This design comes from an exercise in tuning for a short achievable clock period and few clock cycles on the open sky130 flow, not from production work.
In this exercise RTL edits were held to simulation tests only and were not proved equivalent to the original.
Power and IR drop assume default switching activity.

**design.v**
```verilog
`timescale 1ns/1ps
`default_nettype none
module portFifo
#(
	parameter int Depth = 64,
	parameter int Width = 16
)
(
	input  logic             CLK,
	input  logic             RESET_N,
	input  logic             clear,
	input  logic             push,
	input  logic [Width-1:0] pushData,
	input  logic             pop,	 
	output logic [Width-1:0] head,
	output logic [Width-1:0] second,	 
	output logic             empty,
	output logic             one,	 
	output logic             full
);
	logic [Width-1:0] mem [Depth];
	logic [Depth:0]   tail;	 
	assign head   = mem[0];
	assign second = mem[1];
	assign empty  = tail[0];
	assign one    = tail[1];
	assign full  = tail[Depth];
	always_ff @(posedge CLK or negedge RESET_N)
	begin
		if (!RESET_N)
			tail <= {{Depth{1'b0}}, 1'b1};
		else if (clear)
			tail <= {{Depth{1'b0}}, 1'b1};
		else if (push && !pop)
			tail <= {tail[Depth-1:0], 1'b0};
		else if (pop && !push)
			tail <= {1'b0, tail[Depth:1]};
	end
	always_ff @(posedge CLK)
	begin
		for (int i = 0; i < Depth; i++)
		begin
			if (pop)
			begin
				if (tail[i+1])
					mem[i] <= pushData;
				else if (i < Depth - 1)
					mem[i] <= mem[(i < Depth - 1) ? i + 1 : i];
			end
			else if (tail[i])
				mem[i] <= pushData;
		end
	end
endmodule
`default_nettype wire
`timescale 1ns/1ps
`default_nettype none
module writeChannel
(
	input  logic        CLK,
	input  logic        RESET_N,
	input  logic [51:0] cfg,	 
	input  logic        clear,	 
	input  logic [16:0] userBeat,	 
	output logic        ready,
	input  logic        emit,	 
	output logic [15:0] memData,	 
	input  logic        issued,	 
	output logic        burstReq,
	output logic [21:0] addr
);
	logic [21:0] startAddr;
	logic [21:0] wrapAddr;
	logic [7:0]  burstLen;
	logic        inValid;	 
	logic [15:0] inData;
	logic [6:0]  pending;	 
	logic [6:0]  pendLeft;
	logic        accept;
	logic        full;	 
	logic [6:0]  avail;	 
	logic [6:0]  availNext;
	logic [7:0]  availIn;
	logic        hasBurst;	 
	logic        started;
	logic [21:0] stepAddr;	 
	logic [21:0] skipAddr;
	logic        wrapNext;
	assign startAddr = cfg[51:30];
	assign wrapAddr  = cfg[29:8];
	assign burstLen  = cfg[7:0];
	assign ready  = !full;
	assign accept = userBeat[16] && ready;
	always_ff @(posedge CLK)
		inData <= userBeat[15:0];
	portFifo #(.Depth(64), .Width(16)) i_fifo
	(
		.CLK      (CLK),
		.RESET_N  (RESET_N),
		.clear    (clear),
		.push     (inValid),
		.pushData (inData),
		.pop      (emit),
		.head     (memData),
		.second   (),
		.empty    (),
		.one      (),
		.full     ()
	);
	assign pendLeft  = pending - {6'b0, emit};
	assign availNext = avail + {6'b0, inValid} - (issued ? burstLen[6:0] : 7'd0);
	assign availIn   = {1'b0, avail} + {7'b0, inValid};
	always_ff @(posedge CLK or negedge RESET_N)
	begin
		if (!RESET_N)
		begin
			inValid  <= 1'b0;
			pending  <= '0;
			full     <= 1'b0;
			avail    <= '0;
			hasBurst <= 1'b0;
			started  <= 1'b0;
		end
		else if (clear)
		begin
			inValid  <= accept;
			pending  <= {6'b0, accept};
			full     <= 1'b0;
			avail    <= '0;
			hasBurst <= 1'b0;
			started  <= 1'b1;
		end
		else
		begin
			inValid  <= accept;
			pending  <= accept ? pendLeft + 7'd1 : pendLeft;
			full     <= accept ? (pendLeft == 7'd63) : (pendLeft == 7'd64);
			avail    <= availNext;
			hasBurst <= (burstLen != '0) &&
			            (issued ? ({1'b0, availIn} >= {burstLen, 1'b0}) : (availIn >= burstLen));
		end
	end
	assign burstReq = started && hasBurst && !issued;
	always_ff @(posedge CLK)
	begin
		stepAddr <= addr + {14'b0, burstLen};
		skipAddr <= addr + {13'b0, burstLen, 1'b0};
		wrapNext <= skipAddr > wrapAddr;
	end
	always_ff @(posedge CLK or negedge RESET_N)
	begin
		if (!RESET_N)
			addr <= '0;
		else if (clear)
			addr <= startAddr;
		else if (issued)
			addr <= wrapNext ? startAddr : stepAddr;
	end
endmodule
`default_nettype wire
`timescale 1ns/1ps
`default_nettype none
module readChannel
#(
	parameter int Room = 32	 
)
(
	input  logic        CLK,
	input  logic        RESET_N,
	input  logic [51:0] cfg,	 
	input  logic        clear,	 
	input  logic        push,	 
	input  logic [15:0] pushData,
	input  logic        pop,	 
	output logic [16:0] userBeat,
	input  logic        issued,	 
	output logic        burstReq,
	output logic [21:0] addr
);
	logic [21:0] startAddr;
	logic [21:0] wrapAddr;
	logic [7:0]  burstLen;
	logic        fifoEmpty;
	logic        fifoOne;
	logic        popLag;	 
	logic        haveWord;
	logic        doPop;	 
	logic        fifoPop;	 
	logic        fifoPush;
	logic [15:0] head;
	logic [15:0] second;
	logic [7:0]  reserved;	 
	logic [7:0]  resIssued;
	logic [7:0]  resDec;
	logic [7:0]  limOne;	 
	logic [7:0]  limTwo;
	logic        fitsOne;
	logic        fitsTwo;
	logic        roomNext;
	logic        wantBurst;	 
	logic        firstReq;	 
	logic        started;
	logic [1:0]  skipWait;	 
	logic [21:0] stepAddr;	 
	logic [21:0] skipAddr;
	logic        wrapNext;
	assign startAddr = cfg[51:30];
	assign wrapAddr  = cfg[29:8];
	assign burstLen  = cfg[7:0];
	assign haveWord = !(fifoEmpty || (fifoOne && popLag));
	assign doPop    = pop && (haveWord || push);
	assign fifoPop  = pop && haveWord;
	assign fifoPush = push && (haveWord || !pop);
	portFifo #(.Depth(Room + 1), .Width(16)) i_fifo
	(
		.CLK      (CLK),
		.RESET_N  (RESET_N),
		.clear    (clear),
		.push     (fifoPush),
		.pushData (pushData),
		.pop      (popLag),
		.head     (head),
		.second   (second),
		.empty    (fifoEmpty),
		.one      (fifoOne),
		.full     ()
	);
	always_ff @(posedge CLK)
		userBeat[15:0] <= !haveWord ? pushData : (popLag ? second : head);	 
	assign resIssued = reserved + (issued ? burstLen : 8'd0);
	assign resDec    = resIssued - 8'd1;
	always_ff @(posedge CLK)
	begin
		fitsOne <= ({1'b0, burstLen} <= 9'(Room));
		fitsTwo <= ({burstLen, 1'b0} <= 9'(Room));
		limOne  <= 8'(Room) - burstLen;
		limTwo  <= 8'(Room) - {burstLen[6:0], 1'b0};
	end
	assign roomNext = issued ? (fitsTwo && (reserved <= limTwo)) : (fitsOne && (reserved <= limOne));
	always_ff @(posedge CLK or negedge RESET_N)
	begin
		if (!RESET_N)
		begin
			userBeat[16] <= 1'b0;
			popLag       <= 1'b0;
			reserved     <= '0;
			wantBurst    <= 1'b0;
			firstReq     <= 1'b0;
			started      <= 1'b0;
			skipWait     <= '0;
		end
		else if (clear)
		begin
			userBeat[16] <= 1'b0;
			popLag       <= 1'b0;
			reserved     <= issued ? burstLen : 8'd0;
			wantBurst    <= (burstLen != '0) && !issued;
			firstReq     <= !issued;
			started      <= 1'b1;
			skipWait     <= issued ? 2'd3 : 2'd0;
		end
		else
		begin
			userBeat[16] <= doPop;
			popLag       <= fifoPop;
			reserved     <= doPop ? resDec : resIssued;
			wantBurst    <= (burstLen != '0) && roomNext && (pop || (firstReq && !issued));
			if (issued)
				firstReq <= 1'b0;
			if (skipWait != '0)
				skipWait <= skipWait - 2'd1;
		end
	end
	assign burstReq = started && wantBurst && !issued && (skipWait == '0);
	always_ff @(posedge CLK)
	begin
		stepAddr <= addr + {14'b0, burstLen};
		skipAddr <= addr + {13'b0, burstLen, 1'b0};
		wrapNext <= skipAddr > wrapAddr;
	end
	always_ff @(posedge CLK or negedge RESET_N)
	begin
		if (!RESET_N)
			addr <= '0;
		else if (clear)
			addr <= startAddr;
		else if (issued || (skipWait == 2'd1))
			addr <= wrapNext ? startAddr : stepAddr;
	end
endmodule
`default_nettype wire
`timescale 1ns/1ps
`default_nettype none
module burstArbiter
#(
	parameter int Policy = 0	 
)
(
	input  logic         CLK,
	input  logic         RESET_N,
	input  logic [3:0]   req,	 
	input  logic [87:0]  addr,	 
	input  logic [31:0]  len,	 
	input  logic         issue,	 
	input  logic         cmdValid,	 
	input  logic [1:0]   cmdStream,
	output logic         nxtValid,
	output logic [1:0]   nxtStream,
	output logic [29:0]  nxtCmd	 
);
	logic [1:0]  lastStream;
	logic        pickValid;
	logic [1:0]  pick;
	logic [1:0]  idx;
	always_comb
	begin
		pickValid = |req;
		pick      = '0;
		if (Policy == 0)
		begin
			for (int k = 4; k >= 1; k--)
			begin
				idx = lastStream + 2'(k);
				if (req[idx])
					pick = idx;
			end
		end
		else if (Policy == 1)
		begin
			for (int k = 3; k >= 0; k--)
				if (req[k])
					pick = 2'(k);
		end
		else
		begin
			for (int k = 0; k < 4; k++)
				if (req[k])
					pick = 2'(k);
		end
	end
	always_ff @(posedge CLK or negedge RESET_N)
	begin
		if (!RESET_N)
		begin
			nxtValid   <= 1'b0;
			lastStream <= '0;
		end
		else
		begin
			nxtValid <= pickValid && !issue;
			if (cmdValid)
				lastStream <= cmdStream;
		end
	end
	always_ff @(posedge CLK)
	begin
		nxtStream <= pick;
		nxtCmd    <= {addr[22*pick +: 22], len[8*pick +: 8]};
	end
endmodule
`default_nettype wire
`timescale 1ns/1ps
`default_nettype none
module burstSequencer
(
	input  logic        CLK,
	input  logic        RESET_N,
	input  logic        nxtValid,
	input  logic [1:0]  nxtStream,	 
	input  logic [29:0] nxtCmd,	 
	input  logic        startSel,	 
	input  logic        startValid,	 
	input  logic [29:0] startCmd,	 
	output logic        issue,
	output logic [31:0] memCmd,	 
	output logic [1:0]  cmdStream,
	output logic [3:0]  issued,	 
	input  logic [31:0] wrData,	 
	output logic [1:0]  emit,	 
	output logic [16:0] memWrBeat,	 
	input  logic [16:0] memRdBeat,
	output logic [1:0]  rdPush	 
);
	logic [5:0] beatsLeft;	 
	logic       busRead;
	logic       busPort;
	logic       freeNow;	 
	logic       freeOnBeat;	 
	logic       wrBeatNow;
	logic       issueOnBeat;	 
	logic       issueNoBeat;
	logic       issueNormal;
	logic [5:0] leftOnBeat;	 
	logic [5:0] leftNoBeat;
	logic [5:0] leftDec;
	assign freeNow    = (beatsLeft == 6'd0) || (beatsLeft == 6'd1 && !busRead);
	assign freeOnBeat = (beatsLeft == 6'd1) && busRead;
	assign wrBeatNow  = !busRead && (beatsLeft != 6'd0);
	assign leftDec    = (beatsLeft != 6'd0) ? beatsLeft - 6'd1 : beatsLeft;
	assign issueOnBeat = nxtValid && (freeNow || freeOnBeat);
	assign issueNoBeat = nxtValid && freeNow;
	assign leftOnBeat  = issueOnBeat ? nxtCmd[5:0] : leftDec;
	assign leftNoBeat  = issueNoBeat ? nxtCmd[5:0] : (busRead ? beatsLeft : leftDec);
	assign issueNormal = memRdBeat[16] ? issueOnBeat : issueNoBeat;
	assign issue       = startSel ? startValid : issueNormal;
	always_comb
	begin
		for (int i = 0; i < 2; i++)
		begin
			emit[i]   = wrBeatNow && (busPort == i[0]);
			rdPush[i] = memRdBeat[16] && busRead && (busPort == i[0]);
		end
	end
	always_ff @(posedge CLK or negedge RESET_N)
	begin
		if (!RESET_N)
		begin
			memCmd[31]    <= 1'b0;
			memWrBeat[16] <= 1'b0;
			beatsLeft     <= '0;
			busRead       <= 1'b0;
			busPort       <= 1'b0;
			issued        <= '0;
		end
		else
		begin
			memCmd[31]    <= issue;
			memWrBeat[16] <= wrBeatNow;
			if (startSel)
			begin
				issued    <= {1'b0, startValid, 2'b0};
				beatsLeft <= startCmd[5:0];
				busRead   <= 1'b1;
				busPort   <= 1'b0;
			end
			else
			begin
				for (int s = 0; s < 4; s++)
					issued[s] <= issueNormal && (nxtStream == 2'(s));
				beatsLeft <= memRdBeat[16] ? leftOnBeat : leftNoBeat;
				if (issueNormal)
				begin
					busRead <= nxtStream[1];
					busPort <= nxtStream[0];
				end
			end
		end
	end
	always_ff @(posedge CLK)
	begin
		memCmd[30:0]    <= startSel ? {1'b0, startCmd} : {!nxtStream[1], nxtCmd};
		cmdStream       <= startSel ? 2'd2 : nxtStream;
		memWrBeat[15:0] <= busPort ? wrData[31:16] : wrData[15:0];
	end
endmodule
`default_nettype wire
`timescale 1ns/1ps
`default_nettype none
module multiPortSdramCtrl
(
	input  logic         CLK,
	input  logic         RESET_N,
	input  logic [33:0]  wrBeat,
	input  logic [103:0] wrCfg,
	input  logic [1:0]   wrClear,
	output logic [1:0]   wrReady,
	input  logic [103:0] rdCfg,
	input  logic [1:0]   rdClear,
	input  logic [1:0]   rdPop,
	output logic [33:0]  rdBeat,
	output logic [31:0]  memCmd,
	output logic [16:0]  memWrBeat,
	input  logic [16:0]  memRdBeat
);
	logic [103:0] wrCfgReg;	 
	logic [103:0] rdCfgReg;	 
	logic [15:0]  wrLenReg;
	logic [15:0]  rdLenReg;
	logic [1:0]   wrClearReg;
	logic [1:0]   rdClearReg;
	logic [3:0]   req;
	logic [87:0]  addr;
	logic [31:0]  len;
	logic [31:0]  wrMemData;
	logic [1:0]   emit;
	logic [1:0]   rdPush;
	logic         startSel;	 
	logic         startValid;
	logic [29:0]  startCmd;
	logic         issue;
	logic [1:0]   cmdStream;
	logic         nxtValid;
	logic [1:0]   nxtStream;
	logic [29:0]  nxtCmd;
	logic [3:0]   issued;
	always_ff @(posedge CLK)
	begin
		wrLenReg <= {wrCfg[59:52], wrCfg[7:0]};
		rdLenReg <= {rdCfg[59:52], rdCfg[7:0]};
	end
	assign wrCfgReg = {wrCfg[103:60], wrLenReg[15:8], wrCfg[51:8], wrLenReg[7:0]};
	assign rdCfgReg = {rdCfg[103:60], rdLenReg[15:8], rdCfg[51:8], rdLenReg[7:0]};
	always_ff @(posedge CLK or negedge RESET_N)
	begin
		if (!RESET_N)
		begin
			wrClearReg <= '0;
			rdClearReg <= '0;
		end
		else
		begin
			wrClearReg <= wrClear;
			rdClearReg <= rdClear;
		end
	end
	assign startSel   = rdClear[0];
	assign startValid = rdClear[0] && (rdCfg[7:0] != '0);
	assign startCmd   = {rdCfg[51:30], rdCfg[7:0]};
	always_comb
	begin
		for (int i = 0; i < 2; i++)
		begin
			len[8*i +: 8]     = wrCfgReg[52*i +: 8];
			len[8*(i+2) +: 8] = rdCfgReg[52*i +: 8];
		end
	end
	for (genvar i = 0; i < 2; i++)
	begin : genWrite
		writeChannel i_wrChannel
		(
			.CLK      (CLK),
			.RESET_N  (RESET_N),
			.cfg      (wrCfgReg[52*i +: 52]),
			.clear    (wrClearReg[i]),
			.userBeat (wrBeat[17*i +: 17]),
			.ready    (wrReady[i]),
			.emit     (emit[i]),
			.memData  (wrMemData[16*i +: 16]),
			.issued   (issued[i]),
			.burstReq (req[i]),
			.addr     (addr[22*i +: 22])
		);
	end
	for (genvar i = 0; i < 2; i++)
	begin : genRead
		readChannel i_rdChannel
		(
			.CLK      (CLK),
			.RESET_N  (RESET_N),
			.cfg      (rdCfgReg[52*i +: 52]),
			.clear    (rdClearReg[i]),
			.push     (rdPush[i]),
			.pushData (memRdBeat[15:0]),
			.pop      (rdPop[i]),
			.userBeat (rdBeat[17*i +: 17]),
			.issued   (issued[i+2]),
			.burstReq (req[i+2]),
			.addr     (addr[22*(i+2) +: 22])
		);
	end
	burstArbiter i_arbiter
	(
		.CLK       (CLK),
		.RESET_N   (RESET_N),
		.req       (req),
		.addr      (addr),
		.len       (len),
		.issue     (issue),
		.cmdValid  (|issued),
		.cmdStream (cmdStream),
		.nxtValid  (nxtValid),
		.nxtStream (nxtStream),
		.nxtCmd    (nxtCmd)
	);
	burstSequencer i_sequencer
	(
		.CLK       (CLK),
		.RESET_N   (RESET_N),
		.nxtValid  (nxtValid),
		.nxtStream (nxtStream),
		.nxtCmd    (nxtCmd),
		.startSel  (startSel),
		.startValid(startValid),
		.startCmd  (startCmd),
		.issue     (issue),
		.memCmd    (memCmd),
		.cmdStream (cmdStream),
		.issued    (issued),
		.wrData    (wrMemData),
		.emit      (emit),
		.memWrBeat (memWrBeat),
		.memRdBeat (memRdBeat),
		.rdPush    (rdPush)
	);
endmodule
`default_nettype wire
```
**flow/move_outputs.tcl**
```tcl
# Pull each output port's driving chain (output buffer, any inverter or
# buffer before it, and the flip-flop that starts it) next to the port, so
# the register-to-output paths do not cross the die. Then legalize.
set results $::env(RESULTS)
read_db $results/3_place.odb
set block [ord::get_db_block]
set core [$block getCoreArea]
set cx0 [$core xMin]; set cy0 [$core yMin]; set cx1 [$core xMax]; set cy1 [$core yMax]
set margin 4000

proc driver_inst {net} {
  foreach it [$net getITerms] {
    if {[$it isOutputSignal]} { return [$it getInst] }
  }
  return ""
}

set moved 0
foreach bterm [$block getBTerms] {
  if {[$bterm getIoType] ne "OUTPUT"} { continue }
  set net [$bterm getNet]
  if {$net eq "NULL" || $net eq ""} { continue }
  set bb [$bterm getBBox]
  set px [expr {([$bb xMin] + [$bb xMax]) / 2}]
  set py [expr {([$bb yMin] + [$bb yMax]) / 2}]
  # Point just inside the core, toward the pin
  set tx [expr {min(max($px, $cx0 + $margin), $cx1 - $margin)}]
  set ty [expr {min(max($py, $cy0 + $margin), $cy1 - $margin)}]
  set inst [driver_inst $net]
  set chain {}
  while {$inst ne ""} {
    lappend chain $inst
    set mname [[$inst getMaster] getName]
    if {[string match "*df*" $mname]} { break }
    if {[llength $chain] > 4} { break }
    # Single-input cell: follow its input
    set ins {}
    foreach it [$inst getITerms] {
      if {[$it isInputSignal] && [$it getNet] ne "NULL"} { lappend ins $it }
    }
    if {[llength $ins] != 1} { break }
    set inst [driver_inst [[lindex $ins 0] getNet]]
  }
  foreach inst $chain {
    if {[$inst isFixed]} { continue }
    set w [[$inst getMaster] getWidth]
    $inst setLocation [expr {$tx - $w / 2}] $ty
    $inst setPlacementStatus PLACED
    incr moved
  }
}
puts "moved $moved instances"
detailed_placement
check_placement -verbose
write_db $results/3_place.odb
```
**standard.sh**
```bash
#!/bin/bash
# synth_recipe.tcl (not shown) runs the flow's synth.tcl, then flattens the netlist and writes it again
# the make line also repeats each setting of config.mk as NAME=value (left out here)
make -C /OpenROAD-flow-scripts/flow DESIGN_CONFIG=/design/flow/config.mk WORK_HOME=/design/flow/orfs CLKGATE_MAP_FILE= SYNTH_SCRIPT=/design/flow/synth_recipe.tcl "${@:-finish}"
```
**flow/run.sh**
```bash
#!/bin/bash
set -euo pipefail
cd "$(dirname "$0")/.."
MARGIN=SETUP_SLACK_MARGIN=6.9
SIZING=MATCH_CELL_FOOTPRINT=0
CTS="CTS_ARGS=-sink_clustering_enable -repair_clock_nets -sink_clustering_size 30 -sink_clustering_max_diameter 80 -apply_ndr full"
bash standard.sh "$MARGIN" "$SIZING" synth floorplan place > flow_place.log 2>&1
RESULTS=$PWD/orfs/results/sky130hd/multiPortSdramCtrl/base openroad -no_init -exit flow/move_outputs.tcl > flow_move_outputs.log 2>&1
bash standard.sh "$MARGIN" "$SIZING" "$CTS" finish > flow_finish.log 2>&1
```
**constraint.sdc**
```tcl
create_clock -name core_clock -period 10.0 [get_ports {CLK}]
set_input_delay 2.0000 -clock core_clock [delete_from_list [all_inputs] [get_ports {CLK}]]
set_output_delay 2.0000 -clock core_clock [all_outputs]
set_load 0.01 [all_outputs]
```
**config.mk**
```make
export PLATFORM = sky130hd
export DESIGN_NAME = multiPortSdramCtrl
export DESIGN_NICKNAME = multiPortSdramCtrl
export VERILOG_FILES = /design/flow/design.v
export SDC_FILE = /design/flow/constraint.sdc
export NUM_CORES = 4
export LEC_CHECK = 0
export CAP_MARGIN = 20
export CORE_MARGIN = 2
export CORE_UTILIZATION = 70
export CTS_CLUSTER_DIAMETER = 80
export CTS_CLUSTER_SIZE = 30
export PLACE_DENSITY = 0.8
export SLEW_MARGIN = 20
```
==> impl_metrics.tcl <==
set metrics [dict create \
    initial_core_util_pct 70.4 \
    antenna_found_initial 39 \
    comb_power_share_pct 22.3 \
    via_count 124000 \
    cp.required_ns 8.00 \
    min_to "genRead[0].i_rdChannel.limOne[0]$_DFF_P_" \
    ioPinCount 352 \
    ys_seq_elements 3860 \
    synthFlopType "dfxtp_1" \
    layout_commonest_cell "nor2_1" \
    drt_pass1_iterations 6 \
    vdd_drop_max_v 0.000179 \
    final_cell_mix "4912 x nor2_1, 3262 x dfxtp_1, 1992 x o22ai_1" \
    io_buffers 351 \
    p_switching_uw 12700 \
    final_layout_size_suffix_gt1_share_pct 7.48 \
    skew_ns 0.0327 \
    critical_path.endpoint_type "output pin" \
    dieArea_um2 230000 \
    maxCapViolCount 0 \
    worst_pin_slew_ns 1.18 \
    routedWlPerCell_um 20.0 \
    p_seq_share_pct 57.1 \
    setup_viol 0 \
    yosysWarningCount 9 \
    ys_types 78 \
    p_int_uw 27700 \
    post-route-period-util_pct 35.1 \
    gp_congestion 0.979 \
    rrSetupSlack_ns 6.91 \
    clk_latency_ns 0.87 \
    drc 0 \
    power_density_nw_per_um2 240 \
    layout_min_cycle_time_ns 3.51 \
    whs_ns 0.444 \
    r2r_start "i_sequencer.busRead$_DFFE_PN0P_" \
    worstPathArrival_ns 1.51 \
    syn_inst 17600 \
    clock_sinks 3860 \
    async_flop_share_pct 9.66 \
    max_freq_ghz 0.285 \
    hold_class "flip-flop to flip-flop" \
    drt_wl_total_um 399000 \
    grt_max_degree 268 \
    cts_tree "built" \
    grt_pass1_vias 116000 \
    fin_nets 17300 \
    gr-usage-all-layers_pct 33.2 \
    antenna_left 0 \
    cts-root-buf "clkbuf_16" \
    core_area_um2 225000 \
    final_cells 19900 \
    crit_path_start_kind "flip-flop" \
    switching_share_pct 31.6 \
    fin_util_pct 75.0 \
    hold_depth 0 \
    cts_hold_buf 0 \
    fp.dieH_um 480 \
    post-dp-hpwl_um 244000 \
    slew_headroom_pct 21.6 \
    fin_setup_tns_ns 0 \
    report.final.slew_viol_count 0 \
    die_w_um 480 \
    clkSlewWorstSetupHoldPaths_ns 0.11 \
    clkPwrFrac_pct 20.6 \
    placed_cells 19500 \
    synth-edff-count 128 \
    htreeDepth 4 \
    vias_per_cell 6.21 \
    cp_max_fo 2 \
    grt_pass1_wl_um 634000 \
    rr_worst_depth 7 \
    synth_nets 18100 \
    ys_seq_area_share_pct 50.8 \
    r2r_end "genWrite[0].i_wrChannel.i_fifo.mem[37][1]$_DFF_P_" \
    status "no timing/DRC/antenna violations" \
    cts_buffers 158 \
    leakage_uw 0.0667 \
    rows 174 \
    grt-ovfl-total 0 \
    criticalPathCategory "flip-flop to output pin" \
    grt_setup_unrepaired "true" \
    finalHoldViolCount 0 \
    avgSynthCellArea_um2 9.01 \
    dr.first_iter.drc_count 11100 \
    worstHoldStart "rdLenReg[0]$_DFF_P_" \
    syn_area_um2 158000 \
    cts_buffer_depth 3 \
    syn_to_final_growth_pct 6.52 \
]
## stage by stage
step	worst slack, ns	power [µW]	cell area, µm²
2_1_floorplan	6.51	29100	159000
3_3_place_gp	5.56	31300	160000
3_5_place_dp	5.41	31800	160000
4_1_cts	6.45	40100	167000
5_1_grt	6.46	42600	169000
6_report	6.49	40400	169000
## state kept, by name, summed over array words and instances (netlist names), 32 cells and up
| signal | flops |
|---|---|
| genRead.i_rdChannel.userBeat | 34 |
| genWrite.i_wrChannel.skipAddr | 44 |
| genWrite.i_wrChannel.i_fifo.mem | 2048 |
| genWrite.i_wrChannel.stepAddr | 44 |
| genRead.i_rdChannel.i_fifo.mem | 1056 |
| genRead.i_rdChannel.skipAddr | 44 |
| genRead.i_rdChannel.i_fifo.tail | 68 |
| genRead.i_rdChannel.addr | 44 |
| genWrite.i_wrChannel.inData | 32 |
| i_sequencer.memCmd | 32 |
| genRead.i_rdChannel.stepAddr | 44 |
| genWrite.i_wrChannel.i_fifo.tail | 130 |
| genWrite.i_wrChannel.addr | 44 |
## layer usage
| metal | vias to the layer above | part of all wire (%) | track usage (%) |
|---|---|---|---|
| met5 | - | 0.025 | 0 |
| met4 | 16 | 3.9 | 12.6 |
| met3 | 876 | 6.8 | 4.46 |
| met2 | 4321 | 46 | 53.2 |
| met1 | 59200 | 43 | 45.9 |
| li1 | 59200 | - | - |
## synth_stat cells (all sizes together), types with 31 or more instances
cell / count / share of area, %
nor2: 4928 / 12
nor2b: 114 / 0.45
and2: 169 / 0.67
o21ai: 148 / 0.47
dfrtp: 369 / 5.8
o22ai: 1992 / 7.9
inv: 231 / 0.55
buf: 366 / 1.2
nand4: 40 / 0.16
xor2: 89 / 0.49
mux2i: 1214 / 8.3
nor3: 513 / 1.6
nand2b: 267 / 1.1
a211o: 35 / 0.19
edfxtp: 128 / 2.4
nand3: 52 / 0.16
a21o: 75 / 0.36
xnor2: 142 / 0.79
a21oi: 240 / 0.76
and3: 51 / 0.20
mux2: 199 / 1.4
a31oi: 41 / 0.16
clkbuf: 1227 / 2.9
a211oi: 672 / 3.2
dfxtp: 3359 / 42
and3b: 31 / 0.17
nand2: 375 / 0.89
ha: 270 / 2.1
## critical path: stages, from the launching register on
cell	delay, ns
dfrtp_1	0.43
inv_2	0.10
buf_6	0.11
## final cells by class
type | count | area (µm²)
sequential | 3860 | 80700
multi-input combinational | 11900 | 71600
fill | 16000 | 56200
timing repair buffer | 632 | 6510
clock buffer | 233 | 4530
tap | 2992 | 3740
inverter | 232 | 961
clock inverter | 47 | 572
antenna | 28 | 70.1
timing repair inverter | 3 | 27.5
## worst max-delay path by stage
stage	from	depth (start not counted)	endpoint	slack, ns
after floorplan	rdCfg[11]	10	genRead[0].i_rdChannel.wrapNext$_DFF_P_	6.51
after global placement	i_sequencer.beatsLeft[0]$_DFFE_PN0P_	14	genWrite[1].i_wrChannel.full$_DFF_PN0_	5.56
after detailed placement	i_sequencer.beatsLeft[0]$_DFFE_PN0P_	14	genWrite[1].i_wrChannel.full$_DFF_PN0_	5.41
after CTS	genWrite[1].i_wrChannel.full$_DFF_PN0_	2	wrReady[1]	6.45
after global routing	genWrite[1].i_wrChannel.full$_DFF_PN0_	2	wrReady[1]	6.46
final	genWrite[1].i_wrChannel.full$_DFF_PN0_	2	wrReady[1]	6.49
## power groups by stage
stage / combinational (µW) / sequential [µW] / clock, µW
detailed placement: 8530 / 23300 / 0
finish: 8990 / 23100 / 8320
global route: 10100 / 23500 / 8950
CTS: 8730 / 23000 / 8390
floorplan: 6960 / 22100 / 0
global placement: 8150 / 23200 / 0
## timing repair
item                                    in CTS  in global routing
endpoints found under the setup margin    2770               1240
setup buffers                               40                104
gates resized for setup                    498                168
pin swaps                                   39                 22
gates cloned                                 9                  1
## cell families (layout without fill, tap and decap cells)
group,count (synthesis),in the layout,synth area share (%)
AND/OR/NAND/NOR,6639,6643,17.5
flip-flops,3860,3860,50.8
AO/OA/AOI/OAI,3319,3319,13.7
buffers and inverters,1825,1147,4.72
multiplexers,1413,1413,9.71
adder cells (fa/ha/maj),282,282,2.29
XOR/XNOR,231,231,1.28
other,0,28,0
Testbench counts, summed over its fixed seeds: cycles 22,296.

re-timing with driven ports:
No port has a modelled driver above. Below, the same layout with a new extraction and two added sets of constraints. Step 1 (the two cells are an assumption about what drives the block):
set clk [get_ports {CLK}]
set_driving_cell -lib_cell sky130_fd_sc_hd__clkbuf_16 $clk
set_driving_cell -lib_cell sky130_fd_sc_hd__buf_2 [delete_from_list [all_inputs] $clk]
Step 2 moves the port delays by t, midway between the first and last clock arrival at a register: inputs arrive t later, outputs are due t later. That takes back most of the time a late clock gives input paths. Slacks: ideal / step 1 / step 2; pairs: ideal / step 1.
t (ns): 0.962
setup slack, ns: 6.487 / 6.385 / 6.001
latest minus earliest clock arrival (ns): 0.040 / 0.041
worst register clock-pin slew, ns: 0.12 / 0.12
worst slew at a driven data input, ns: 0.23
After both steps setup and hold are still met in this run. For this run, drivers alone change the setup slack by -0.102 ns; drivers and shift together by -0.486 ns.
